Source: an optimization exercise on an open RTL-to-GDS flow (aim: small area, a short achievable clock period and few clock cycles per item). Production flows keep margins and buffers that such runs may drop.
Only simulation tests tie the RTL to the original design; equivalence was not proved.
Power is estimated from default activity; no workload was simulated.

// keyed_fifo_queue
module keyed_fifo_queue #(
  parameter int unsigned Depth = kfq_pkg::DefaultDepth
) (
  input  logic        clk_i,
  input  logic        rst_ni,
  input  logic        cmd_valid_i,
  output logic        cmd_ready_o,
  input  logic [2:0]  cmd_command_i,
  input  logic [31:0] cmd_key_i,
  input  logic [31:0] cmd_value_i,
  output logic        rsp_valid_o,
  input  logic        rsp_ready_i,
  output logic [1:0]  rsp_status_o,
  output logic [31:0] rsp_key_o,
  output logic [31:0] rsp_value_o
);
For scale: roughly 3700 cells after synthesis, ~1300 flip-flops, ~140 I/O pins.
==> flow/config.mk <==
export PLATFORM = sky130hd
export DESIGN_NAME = keyed_fifo_queue
export DESIGN_NICKNAME = keyed_fifo_queue
export VERILOG_FILES = /design/flow/design.v
export SDC_FILE = /design/flow/constraint.sdc
export NUM_CORES = 4
export LEC_CHECK = 0
export CAP_MARGIN = 20
export CORE_MARGIN = 2
export CORE_UTILIZATION = 40
export SETUP_SLACK_MARGIN = 2.5
export SLEW_MARGIN = 20
==> flow/constraint.sdc <==
create_clock -name core_clock -period 5.0 [get_ports {clk_i}]
set_input_delay 1.0000 -clock core_clock [delete_from_list [all_inputs] [get_ports {clk_i}]]
set_output_delay 1.0000 -clock core_clock [all_outputs]
set_load 0.01 [all_outputs]
run.sh (not shown) runs the stock make flow with config.mk's settings and CLKGATE_MAP_FILE= SYNTH_SCRIPT=/design/flow/synth_recipe.tcl, a recipe that flattens the netlist after the stock synthesis.
The starting point completed with no timing, DRC or antenna violations.
Testbench counts at the start, summed over its fixed seeds: cycles 12,824, items 12,800.
Next try:
CORE_UTILIZATION = 55   (was 40)
CTS_BUF_LIST = sky130_fd_sc_hd__clkbuf_4 sky130_fd_sc_hd__clkbuf_8   (was default)
PLACE_DENSITY = 0.65   (was default)
Count of clock-buffer cells in the layout goes up by 76.
Sequential power hardly moves.
Die area shrinks by 27%.
Sequential cell count stays the same.
Routed wire length rose by 3.6%.
Fmax shrinks by 3.7%.
Power falls by 4.2%.
Setup slack degrades by 0.10 ns.
Area after synthesis is unchanged.
Cell count came out lower by 5.9%.
Next try:
CTS_BUF_LIST = default   (was sky130_fd_sc_hd__clkbuf_4 sky130_fd_sc_hd__clkbuf_8)
CTS_CLUSTER_DIAMETER = 120   (was default)
CTS_CLUSTER_SIZE = 24   (was default)
After rerunning:
- The changed run ran to the end with no violations
- global-route usage went down by 2.2 points
- final area went down by a few percent
- maximum frequency went up by a few percent
- synthesized cell count stays the same
- worst hold slack loses 0.0032 ns
- total power went down by about a fifth
- worst setup slack gains 0.057 ns
- non-clock buffer count went up by 43
- register-to-register slack stays flat
Next try:
CORE_UTILIZATION = 40   (was 55)
CTS_CLUSTER_DIAMETER = default   (was 120)
CTS_CLUSTER_SIZE = default   (was 24)
PLACE_DENSITY = default   (was 0.65)
SETUP_SLACK_MARGIN = 2.2   (was 2.5)
Result: Worst setup slack loses 0.32 ns; clock power increases by well over a third; worst hold slack loses 0.018 ns.

========
The RTL this note starts from:
==> flow/design.v <==
package kfq_pkg;
  localparam int unsigned DefaultDepth = 16;
  localparam int unsigned KeyW = 32;
  localparam int unsigned CmdW = 3;
  localparam int unsigned StatusW = 2;
  typedef enum logic [CmdW-1:0] {
    CMD_ENQUEUE = 3'd0,
    CMD_DEQUEUE = 3'd1,
    CMD_PEEK    = 3'd2,
    CMD_FIND    = 3'd3,
    CMD_REMOVE  = 3'd4
  } cmd_e;
  typedef enum logic [StatusW-1:0] {
    STAT_OK        = 2'd0,
    STAT_EMPTY     = 2'd1,
    STAT_NOT_FOUND = 2'd2,
    STAT_FULL      = 2'd3
  } status_e;
  typedef enum logic [1:0] {
    OP_HOLD   = 2'd0,
    OP_PUSH   = 2'd1,
    OP_POP    = 2'd2,
    OP_ROTATE = 2'd3
  } op_e;
  typedef enum logic {
    ST_IDLE   = 1'b0,
    ST_SEARCH = 1'b1
  } state_e;
  typedef struct packed {
    op_e                   op;
    logic signed [KeyW-1:0] key;
    logic signed [KeyW-1:0] value;
  } cell_ctl_t;
  typedef struct packed {
    status_e                status;
    logic signed [KeyW-1:0] key_out;
    logic signed [KeyW-1:0] value_out;
  } rsp_t;
endpackage
module kfq_cell (
  input  logic        clk_i,
  input  logic        we_i,
  input  logic [31:0] key_i,
  input  logic [31:0] value_i,
  output logic [31:0] key_o,
  output logic [31:0] value_o
);
  logic [31:0] key_q, value_q;
  always_ff @(posedge clk_i) begin
    if (we_i) begin
      key_q   <= key_i;
      value_q <= value_i;
    end
  end
  assign key_o   = key_q;
  assign value_o = value_q;
endmodule
module kfq_out_buf #(
  parameter int unsigned Depth = 16
) (
  input  logic             clk_i,
  input  logic             rst_ni,
  input  logic             load_i,
  input  logic             valid_i,
  input  logic [1:0]       status_i,
  input  logic [Depth-1:0] sel_i,
  input  logic [Depth-1:0][31:0] slot_key_i,
  input  logic [Depth-1:0][31:0] slot_val_i,
  output logic             rsp_valid_o,
  output logic [1:0]       rsp_status_o,
  output logic [31:0]      rsp_key_o,
  output logic [31:0]      rsp_value_o
);
  logic [31:0] key_d, val_d;
  always_comb begin
    key_d = '0;
    val_d = '0;
    for (int i = 0; i < Depth; i++) begin
      key_d = key_d | (slot_key_i[i] & {32{sel_i[i]}});
      val_d = val_d | (slot_val_i[i] & {32{sel_i[i]}});
    end
  end
  always_ff @(posedge clk_i or negedge rst_ni) begin
    if (!rst_ni) begin
      rsp_valid_o <= 1'b0;
    end else if (load_i) begin
      rsp_valid_o <= valid_i;
    end
  end
  always_ff @(posedge clk_i) begin
    if (load_i) begin
      rsp_status_o <= status_i;
      rsp_key_o    <= key_d;
      rsp_value_o  <= val_d;
    end
  end
endmodule
module keyed_fifo_queue #(
  parameter int unsigned Depth = kfq_pkg::DefaultDepth
) (
  input  logic        clk_i,
  input  logic        rst_ni,
  input  logic        cmd_valid_i,
  output logic        cmd_ready_o,
  input  logic [2:0]  cmd_command_i,
  input  logic [31:0] cmd_key_i,
  input  logic [31:0] cmd_value_i,
  output logic        rsp_valid_o,
  input  logic        rsp_ready_i,
  output logic [1:0]  rsp_status_o,
  output logic [31:0] rsp_key_o,
  output logic [31:0] rsp_value_o
);
  logic             a_v_q;
  logic             a_enq_q;    
  logic             a_dp_q;     
  logic             a_fr_q;     
  logic             a_take_q;   
  logic [31:0]      a_key_q, a_val_q;
  logic [Depth-1:0] a_cand_q;
  logic             b_v_q;
  logic             b_full_q;    
  logic             b_empty_q;   
  logic             b_fr_q;      
  logic [Depth-1:0] b_sel_q;
  logic [Depth-1:0]            valid_q;
  logic [Depth-1:0]            free_q;   
  logic [Depth-1:0][Depth-1:0] age_q;    
  logic [Depth-1:0][31:0]      slot_key;
  logic [Depth-1:0][31:0]      slot_val;
  logic             advance;
  logic             cmd_fire;
  logic             b_fire;
  logic [Depth-1:0] we;
  logic             blk_q;   
  assign advance     = !rsp_valid_o || rsp_ready_i;
  assign cmd_ready_o = !blk_q || rsp_ready_i;
  assign cmd_fire    = cmd_valid_i && cmd_ready_o;
  assign b_fire      = advance && a_v_q;
  logic             in_enq, in_dp, in_fr, in_take;
  logic             eq_wr;
  logic [Depth-1:0] match_d, cand_d;
  assign in_enq  = cmd_command_i == kfq_pkg::CMD_ENQUEUE;
  assign in_dp   = (cmd_command_i == kfq_pkg::CMD_DEQUEUE) || (cmd_command_i == kfq_pkg::CMD_PEEK);
  assign in_fr   = (cmd_command_i == kfq_pkg::CMD_FIND) || (cmd_command_i == kfq_pkg::CMD_REMOVE);
  assign in_take = (cmd_command_i == kfq_pkg::CMD_DEQUEUE) || (cmd_command_i == kfq_pkg::CMD_REMOVE);
  assign eq_wr   = cmd_key_i == a_key_q;
  for (genvar i = 0; i < Depth; i++) begin : g_match
    assign match_d[i] = we[i] ? eq_wr : (cmd_key_i == slot_key[i]);
    assign cand_d[i]  = in_dp || (in_fr && match_d[i]);
  end
  always_ff @(posedge clk_i or negedge rst_ni) begin
    if (!rst_ni) begin
      a_v_q <= 1'b0;
      blk_q <= 1'b0;
    end else begin
      if (cmd_ready_o) a_v_q <= cmd_valid_i;
      blk_q <= (cmd_ready_o ? cmd_valid_i : a_v_q) && (advance ? b_v_q : rsp_valid_o);
    end
  end
  always_ff @(posedge clk_i) begin
    if (cmd_fire) begin
      a_enq_q  <= in_enq;
      a_dp_q   <= in_dp;
      a_fr_q   <= in_fr;
      a_take_q <= in_take;
      a_key_q  <= cmd_key_i;
      a_val_q  <= cmd_value_i;
      a_cand_q <= cand_d;
    end
  end
  logic [Depth-1:0] cand, sel, alloc, remove;
  logic full, empty;
  assign full  = ~|free_q;
  assign empty = ~|valid_q;
  for (genvar i = 0; i < Depth; i++) begin : g_slot
    logic [Depth-1:0] older;   
    logic             beaten;
    assign cand[i] = valid_q[i] && a_cand_q[i];
    for (genvar j = 0; j < Depth; j++) begin : g_age
      if (j < i) begin : g_lo
        assign older[j] = age_q[j][i];
      end else if (j > i) begin : g_hi
        assign older[j] = !age_q[i][j];
      end else begin : g_eq
        assign older[j] = 1'b0;
      end
    end
    assign beaten   = |(cand & older);
    assign sel[i]   = cand[i] && !beaten;
    assign alloc[i] = a_enq_q && free_q[i];
    assign we[i]    = b_fire && alloc[i];
    kfq_cell u_cell (
      .clk_i  (clk_i),
      .we_i   (we[i]),
      .key_i  (a_key_q),
      .value_i(a_val_q),
      .key_o  (slot_key[i]),
      .value_o(slot_val[i])
    );
  end
  assign remove = sel & {Depth{a_take_q}};
  always_ff @(posedge clk_i or negedge rst_ni) begin
    if (!rst_ni) begin
      valid_q <= '0;
      b_v_q   <= 1'b0;
    end else if (advance) begin
      b_v_q <= a_v_q;
      if (a_v_q) valid_q <= (valid_q & ~remove) | alloc;
    end
  end
  always_ff @(posedge clk_i) begin
    if (advance) begin
      b_full_q   <= a_enq_q && full;
      b_empty_q  <= (a_dp_q || a_fr_q) && empty;
      b_fr_q     <= a_fr_q;
      b_sel_q    <= sel;
    end
  end
  logic [Depth-1:0] others, others_low, free_d;
  localparam int unsigned NGrp = Depth / 4;
  logic [NGrp-1:0] grp_any, grp_low;
  assign others = ~valid_q & ~free_q;
  for (genvar g = 0; g < NGrp; g++) begin : g_grp
    assign grp_any[g] = |others[4*g +: 4];
    if (g == 0) begin : g_g0
      assign grp_low[g] = grp_any[g];
    end else begin : g_gn
      assign grp_low[g] = grp_any[g] && !(|grp_any[g-1:0]);
    end
    for (genvar k = 0; k < 4; k++) begin : g_bit
      if (k == 0) begin : g_k0
        assign others_low[4*g+k] = grp_low[g] && others[4*g+k];
      end else begin : g_kn
        assign others_low[4*g+k] = grp_low[g] && others[4*g+k] && !(|others[4*g +: k]);
      end
    end
  end
  assign free_d = ((a_enq_q && !full) ? others_low : free_q) | (remove & {Depth{full}});
  always_ff @(posedge clk_i or negedge rst_ni) begin
    if (!rst_ni) begin
      free_q <= Depth'(1);
    end else if (b_fire) begin
      free_q <= free_d;
    end
  end
  for (genvar i = 0; i < Depth; i++) begin : g_age_row
    for (genvar j = i + 1; j < Depth; j++) begin : g_age_col
      always_ff @(posedge clk_i) begin
        if (b_fire && (alloc[i] || alloc[j])) begin
          age_q[i][j] <= alloc[j];
        end
      end
    end
    for (genvar j = 0; j <= i; j++) begin : g_age_unused
      assign age_q[i][j] = 1'b0;
    end
  end
  logic [1:0] status;
  always_comb begin
    status = kfq_pkg::STAT_OK;
    if (b_full_q) status = kfq_pkg::STAT_FULL;
    if (b_empty_q) status = kfq_pkg::STAT_EMPTY;
    else if (b_fr_q && !(|b_sel_q)) status = kfq_pkg::STAT_NOT_FOUND;
  end
  kfq_out_buf #(.Depth(Depth)) u_out_buf (
    .clk_i       (clk_i),
    .rst_ni      (rst_ni),
    .load_i      (advance),
    .valid_i     (b_v_q),
    .status_i    (status),
    .sel_i       (b_sel_q),
    .slot_key_i  (slot_key),
    .slot_val_i  (slot_val),
    .rsp_valid_o (rsp_valid_o),
    .rsp_status_o(rsp_status_o),
    .rsp_key_o   (rsp_key_o),
    .rsp_value_o (rsp_value_o)
  );
endmodule
clock: 5.0 ns
lec_check: 0
cap_margin: 20
core_margin: 2
core_utilization: 55
cts_cluster_diameter: 100
cts_cluster_size: 20
place_density: 0.65
setup_slack_margin: 2.7
slew_margin: 20
standard.sh (not shown) runs the stock make flow with config.mk's settings and CLKGATE_MAP_FILE= SYNTH_SCRIPT=/design/flow/synth_recipe.tcl, a recipe that flattens the netlist after the stock synthesis.
==> flow/flow/run.sh <==
#!/bin/bash
# The standard layout, with faster port buffers and cell resizing not tied to
# the cell footprint. The make output goes to standard_flow.log; ORFS keeps
# each step's log under orfs/logs/.
set -o pipefail
bash standard.sh \
  BUFFER_PORTS_ARGS="-buffer_cell sky130_fd_sc_hd__buf_4" \
  MATCH_CELL_FOOTPRINT=0 \
  finish > standard_flow.log 2>&1
Testbench counts at the start, summed over its fixed seeds: cycles 12,824, items 12,800.
Edit:
SETUP_SLACK_MARGIN = 2.6   (was 2.7)
Critical path depth is unchanged.
Cell area came out lower by 1.0%.
Clock skew came out higher by 0.0042 ns.
Global-route usage came out lower by 0.13 points.
Via count goes down by 1.1%.
Non-clock buffer count falls by 49.
Power is about the same.
Routed wire length decreases by 1.1%.
Hold slack loses 0.013 ns.
Utilization falls by 0.64 points.

[static timing again, ports no longer ideal]
The flow's constraints put no driver on any port. The routed layouts listed below were extracted and timed again, unchanged, in two steps. Step 1 assumes that a clkbuf_16 drives the clock port and a buf_2 every other input. Step 2 adds t to the input delays and takes it off the output delays; t is the mean of the earliest and latest rising clock arrival at the registers after step 1. Input paths then give back, and output paths get back, about the clock's delay inside the block. Slacks: ideal / step 1 / step 2; pairs: ideal / step 1.
run | t, ns | slack for setup (ns) | worst setup path at the end | slew at the worst register clock pin (ns)
the first run of note 1 | 0.872 | 2.400 / 2.381 / 1.518 | input to register | 0.07 / 0.07
the second run of note 1 | 1.012 | 2.299 / 2.282 / 1.270 | input to register | 0.09 / 0.09
the third run of note 1 | 0.828 | 2.356 / 2.351 / 1.523 | input to register | 0.12 / 0.12
the fourth run of note 1 | 0.871 | 2.033 / 2.033 / 1.226 | input to register | 0.07 / 0.07
the first run of note 2 | 0.758 | 2.550 / 2.548 / 1.822 | input to register | 0.10 / 0.10
the second run of note 2 | 0.770 | 2.513 / 2.516 / 1.747 | input to register | 0.10 / 0.10
After both steps setup and hold are still met in every run listed. The setup slack of the second run of note 1, which loses most, moves by -0.017 ns with the drivers and by -1.029 ns with both steps.
